From an optimization exercise on the open Yosys and OpenROAD flow, aimed at small area; shortcuts taken in it are not production practice.
The RTL was checked by simulation tests, not by an equivalence proof against the original design.
Power and IR drop assume default switching activity.

run A:
// ptp_perout_gen
module ptp_perout_gen #(
    parameter int FNS_W        = 16,
    parameter bit OUT_POLARITY = 1'b1
) (
    input  logic        clk,
    input  logic        rst_n,
    input  logic [95:0] ts_96,
    input  logic        enable,
    input  logic        cfg_valid,
    input  logic [79:0] cfg_start,
    input  logic [79:0] cfg_period,
    input  logic [79:0] cfg_width,
    output logic        perout,
    output logic        locked,
    output logic        cfg_error
);
Size in the first run: roughly 3300 cells after synthesis, roughly 400 flip-flops, ~340 I/O pins.
==> flow/config.mk <==
export PLATFORM = sky130hd
export DESIGN_NAME = ptp_perout_gen
export DESIGN_NICKNAME = ptp_perout_gen
export VERILOG_FILES = /design/flow/design.v
export SDC_FILE = /design/flow/constraint.sdc
export NUM_CORES = 4
export LEC_CHECK = 0
export ABC_AREA = 1
export CAP_MARGIN = 20
export CORE_MARGIN = 2
export CORE_UTILIZATION = 40
export PLACE_DENSITY = 0.5
export SLEW_MARGIN = 20
==> flow/constraint.sdc <==
create_clock -name core_clock -period 8.5 [get_ports {clk}]
set_input_delay 1.7000 -clock core_clock [delete_from_list [all_inputs] [get_ports {clk}]]
set_output_delay 1.7000 -clock core_clock [all_outputs]
set_load 0.01 [all_outputs]
standard.sh (not shown) runs the stock make flow with config.mk's settings and CLKGATE_MAP_FILE= SYNTH_SCRIPT=/design/flow/synth_recipe.tcl, a recipe that flattens the netlist after the stock synthesis.
==> flow/flow/run.sh <==
#!/bin/bash
# The standard layout (standard.sh, unchanged synthesis), except that the buffers put on
# the input and output ports are the smallest buffer cell, sky130_fd_sc_hd__buf_1, and clock
# tree synthesis builds the tree from sky130_fd_sc_hd__clkbuf_8 in larger sink clusters,
# without dummy loads.
set -euo pipefail
export BUFFER_PORTS_ARGS="-buffer_cell sky130_fd_sc_hd__buf_1"
export CTS_ARGS="-sink_clustering_enable -repair_clock_nets -dont_use_dummy_load -buf_list sky130_fd_sc_hd__clkbuf_8 -sink_clustering_size 16 -sink_clustering_max_diameter 80"
bash standard.sh > standard.log 2>&1
## Diff of input files: run B against run A
# run A
export LEC_CHECK = 0
export ABC_AREA = 1
export CAP_MARGIN = 20
export CORE_MARGIN = 2
export CORE_UTILIZATION = 40
export PLACE_DENSITY = 0.5
export SLEW_MARGIN = 20
create_clock -name core_clock -period 8.5 [get_ports {clk}]
# run B
export LEC_CHECK = 0
export ABC_AREA = 1
export CAP_MARGIN = 20
export CORE_MARGIN = 2
export CORE_UTILIZATION = 60
export SLEW_MARGIN = 20
create_clock -name core_clock -period 8.5 [get_ports {clk}]
- Finished, but not clean: run B, with capacitance limit, slew limit.
- [compare] base=run A new=run B: critical path data arrival time now larger, non-clock buffer count now smaller, via count now larger.
- Stage delay of the slowest cell on the critical path: run B vs run A — no meaningful difference
- On number of gates on the worst path with buffers counted: between run A and run B, it ends up higher for run A.
Setup changes, run B to run C
# run B
export LEC_CHECK = 0
export ABC_AREA = 1
export CAP_MARGIN = 20
export CORE_MARGIN = 2
export CORE_UTILIZATION = 60
export SLEW_MARGIN = 20
create_clock -name core_clock -period 8.5 [get_ports {clk}]
# run C
export LEC_CHECK = 0
export ABC_AREA = 1
export CAP_MARGIN = 20
export CORE_MARGIN = 2
export CORE_UTILIZATION = 40
export SLEW_MARGIN = 20
create_clock -name core_clock -period 8.5 [get_ports {clk}]
--- outcome ---
- Both conditions hold for run C: the flow ran to the end and the final layout passed the timing, DRC and antenna checks.
- Layout overhead on the synthesized area: run C higher than run B
- Of run B and run C, run C shows the higher clock share of power, with run B below it.
- Comparing run C against run B, there is no change at all in share of the synthesized netlist area taken by xor and xnor gates.
- The higher transition time at the pin with the least slew margin came out of run B.
- Per the comparison of run C with run B, remaining max-slew budget at the tightest pin went up by 53 points, count of antenna diodes in the layout went down by 6, via count went down by 579.


ptp_perout_gen, a different RTL version from the one above (not shown whole).
Size: roughly 3,300 cells after synthesis, roughly 400 flip-flops, about 340 I/O pins, ~26,000 µm² of cells after synthesis.
Settings: LEC_CHECK=0, ABC_AREA=1, CAP_MARGIN=20, CORE_MARGIN=2, CORE_UTILIZATION=40, CTS_BUF_LIST=sky130_fd_sc_hd__clkbuf_4, SLEW_MARGIN=20; clock period 8.5 ns.
==> flow/flow/run.sh <==
#!/bin/bash
# The standard layout (standard.sh, unchanged synthesis), except that the buffers put on
# the input and output ports are the smallest buffer cell, sky130_fd_sc_hd__buf_1, and clock
# tree synthesis builds the tree from sky130_fd_sc_hd__clkbuf_4 without dummy loads.
set -euo pipefail
export BUFFER_PORTS_ARGS="-buffer_cell sky130_fd_sc_hd__buf_1"
export CTS_ARGS="-sink_clustering_enable -repair_clock_nets -dont_use_dummy_load -buf_list sky130_fd_sc_hd__clkbuf_4"
bash standard.sh > standard.log 2>&1
The starting point passed the timing, DRC and antenna checks.
==> next run, changes <==
==> flow/flow/run.sh (replaced) <==
#!/bin/bash
# The standard layout (standard.sh, unchanged synthesis), except that the buffers put on
# the input and output ports are the smallest buffer cell, sky130_fd_sc_hd__buf_1, and clock
# tree synthesis builds the tree from sky130_fd_sc_hd__clkbuf_16 in larger sink clusters,
# without dummy loads.
set -euo pipefail
export BUFFER_PORTS_ARGS="-buffer_cell sky130_fd_sc_hd__buf_1"
export CTS_ARGS="-sink_clustering_enable -repair_clock_nets -dont_use_dummy_load -buf_list sky130_fd_sc_hd__clkbuf_16 -sink_clustering_size 24 -sink_clustering_max_diameter 100"
bash standard.sh > standard.log 2>&1
--- a/flow/config.mk
+++ b/flow/config.mk
@@ -10,4 +10,3 @@
 export CORE_MARGIN = 2
-export CORE_UTILIZATION = 40
-export CTS_BUF_LIST = sky130_fd_sc_hd__clkbuf_4
+export CORE_UTILIZATION = 60
 export SLEW_MARGIN = 20
Total power drops by about 4%.
Sequential share of layout area rose by 0.81 points.
Setup slack got worse by 0.14 ns.
Sequential power stays flat.
Count of clock-buffer cells in the layout came out lower by 94.
Sequential cell count stays the same.
Global-route usage climbs by 8.4 points.
Clock power goes down by about 23%.
Worst hold slack improved by 0.0066 ns.


ptp_perout_gen, a different RTL version from the one above (not shown whole).
For scale: about 400 flip-flops, ~340 I/O pins.
clock: 8.5 ns
lec_check: 0
abc_area: 1
cap_margin: 20
core_margin: 2
core_utilization: 40
slew_margin: 20
run.sh (not shown) runs the stock make flow with config.mk's settings and CLKGATE_MAP_FILE= SYNTH_SCRIPT=/design/flow/synth_recipe.tcl, a recipe that flattens the netlist after the stock synthesis.
Stock flow here: none of the scripts above is used.
Next try:
--- a/flow/config.mk
+++ b/flow/config.mk
@@ -8 +7,0 @@
-export ABC_AREA = 1
The changed run finished but failed the layout checks on setup timing.
Cell area is higher by 3.4%.
Via count is lower by 11%.
Total power is higher by 4.2%.
Global-route usage is lower by 0.68 points.
Die area is lower by 6.4%.
Synthesized cell count is lower by 27%.
Area after synthesis is lower by 6.5%.
Utilization is higher by 4.9 points.
First-iteration DRC count is lower by 6.7%.


ptp_perout_gen, a different RTL version from the one above (not shown whole).
Size in the first run: roughly 340 I/O pins.
Settings: LEC_CHECK=0, ABC_AREA=1, CAP_MARGIN=20, CORE_MARGIN=2, CORE_UTILIZATION=40, SLEW_MARGIN=20; clock period 8.5 ns.
Edit:
==> flow/flow/run.sh (new file) <==
#!/bin/bash
# The standard layout (standard.sh, unchanged synthesis), except that the buffers put on
# the input and output ports are the smallest buffer cell, sky130_fd_sc_hd__buf_1.
set -euo pipefail
export BUFFER_PORTS_ARGS="-buffer_cell sky130_fd_sc_hd__buf_1"
bash standard.sh > standard.log 2>&1
==> flow/standard.sh (new file) <==
#!/bin/bash
# synth_recipe.tcl (not shown) runs the flow's synth.tcl, then flattens the netlist and writes it again
# the make line also repeats each setting of config.mk as NAME=value (left out here)
make -C /OpenROAD-flow-scripts/flow DESIGN_CONFIG=/design/flow/config.mk WORK_HOME=/design/flow/orfs CLKGATE_MAP_FILE= SYNTH_SCRIPT=/design/flow/synth_recipe.tcl "${@:-finish}"
--- a/flow/config.mk
+++ b/flow/config.mk
@@ -10,3 +10,4 @@
 export CORE_MARGIN = 2
 export CORE_UTILIZATION = 40
+export CTS_BUF_LIST = sky130_fd_sc_hd__clkbuf_4
 export SLEW_MARGIN = 20
removed: flow/run.sh
Cell area came out lower by 6.8%.
Power goes down by 3.6%.
Core utilization falls by 3.4 points.
Non-clock buffer count drops by 15.
Global-route usage falls by 0.23 points.
Setup slack improves by 0.053 ns.


RTL: one of the versions met above, not the one the previous note started from.
For scale: roughly 3300 cells after synthesis, roughly 340 I/O pins, ~26000 µm² of cells after synthesis.
clock: 8.5 ns
lec_check: 0
abc_area: 1
cap_margin: 20
core_margin: 2
core_utilization: 40
place_density: 0.75
slew_margin: 20
standard.sh (not shown) runs the stock make flow with config.mk's settings and CLKGATE_MAP_FILE= SYNTH_SCRIPT=/design/flow/synth_recipe.tcl, a recipe that flattens the netlist after the stock synthesis.
==> flow/flow/run.sh <==
#!/bin/bash
# The standard layout (standard.sh, unchanged synthesis), except that the buffers put on
# the input and output ports are the smallest buffer cell, sky130_fd_sc_hd__buf_1, and clock
# tree synthesis builds the tree from sky130_fd_sc_hd__clkbuf_8 in larger sink clusters,
# without dummy loads.
set -euo pipefail
export BUFFER_PORTS_ARGS="-buffer_cell sky130_fd_sc_hd__buf_1"
export CTS_ARGS="-sink_clustering_enable -repair_clock_nets -dont_use_dummy_load -buf_list sky130_fd_sc_hd__clkbuf_8 -sink_clustering_size 16 -sink_clustering_max_diameter 80"
bash standard.sh > standard.log 2>&1
Next try:
==> flow/flow/run.sh (replaced) <==
#!/bin/bash
# The standard layout (standard.sh, unchanged synthesis), except that the buffers put on
# the input and output ports are the smallest buffer cell, sky130_fd_sc_hd__buf_1, and clock
# tree synthesis builds the tree from sky130_fd_sc_hd__clkbuf_16 in larger sink clusters,
# without dummy loads.
set -euo pipefail
export BUFFER_PORTS_ARGS="-buffer_cell sky130_fd_sc_hd__buf_1"
export CTS_ARGS="-sink_clustering_enable -repair_clock_nets -dont_use_dummy_load -buf_list sky130_fd_sc_hd__clkbuf_16 -sink_clustering_size 24 -sink_clustering_max_diameter 100"
bash standard.sh > standard.log 2>&1
--- a/flow/config.mk
+++ b/flow/config.mk
@@ -9,5 +9,4 @@
 export CAP_MARGIN = 20
 export CORE_MARGIN = 2
-export CORE_UTILIZATION = 40
-export PLACE_DENSITY = 0.75
+export CORE_UTILIZATION = 60
 export SLEW_MARGIN = 20
Effect:
- With this change the flow completed, yet does not pass: capacitance limit, slew limit
- combinational power stays flat
- total power barely changes
- synthesized cell count stays the same
- cell area decreases by 0.86%
- synthesized area stays the same
- via count increases by 1.2%
- utilization increases by 22 points
- hold slack is better by 11 ps
- final cell count decreases by 6.3%
- sequential share of layout area increases by 0.30 points
- sequential power stays flat

separate check: timing with driven ports:
The flow's constraints put no driver on any port. The routed layouts listed below were extracted and timed again, unchanged, in two steps. Step 1 assumes that a clkbuf_16 drives the clock port and a buf_2 every other input. Step 2 also shifts input and output timing later by t, the mid clock arrival at the registers, as if the neighbouring blocks saw the same clock. Three values: ideal, step 1, step 2; two values: the first two.
run | shift t [ns] | setup WS [ns] | worst register clock-pin slew, ns
run A | 0.712 | 0.779 / 0.779 / 0.213 | 0.11 / 0.11
run B | 0.723 | 0.635 / 0.635 / -0.026 | 0.11 / 0.11
run C | 0.640 | 0.711 / 0.711 / 0.257 | 0.11 / 0.11
the first run of note 2 | 0.931 | 0.621 / 0.621 / 0.308 | 0.07 / 0.07
the second run of note 2 | 0.598 | 0.484 / 0.519 / -0.079 | 0.10 / 0.10
the first run of note 3 | 0.664 | 0.520 / 0.520 / 0.520 | 0.07 / 0.07
the second run of note 3 | 0.670 | -0.427 / -0.427 / -0.427 | 0.07 / 0.07
the first run of note 4 | 0.635 | 0.702 / 0.737 / 0.102 | 0.07 / 0.07
the second run of note 4 | 0.897 | 0.755 / 0.755 / 0.112 | 0.08 / 0.08
the first run of note 5 | 0.630 | 0.662 / 0.662 / 0.422 | 0.11 / 0.11
the second run of note 5 | 0.603 | 0.517 / 0.551 / -0.051 | 0.10 / 0.10
For run B, which loses most, drivers alone change the setup slack by 0.000 ns; drivers and shift together by -0.661 ns.
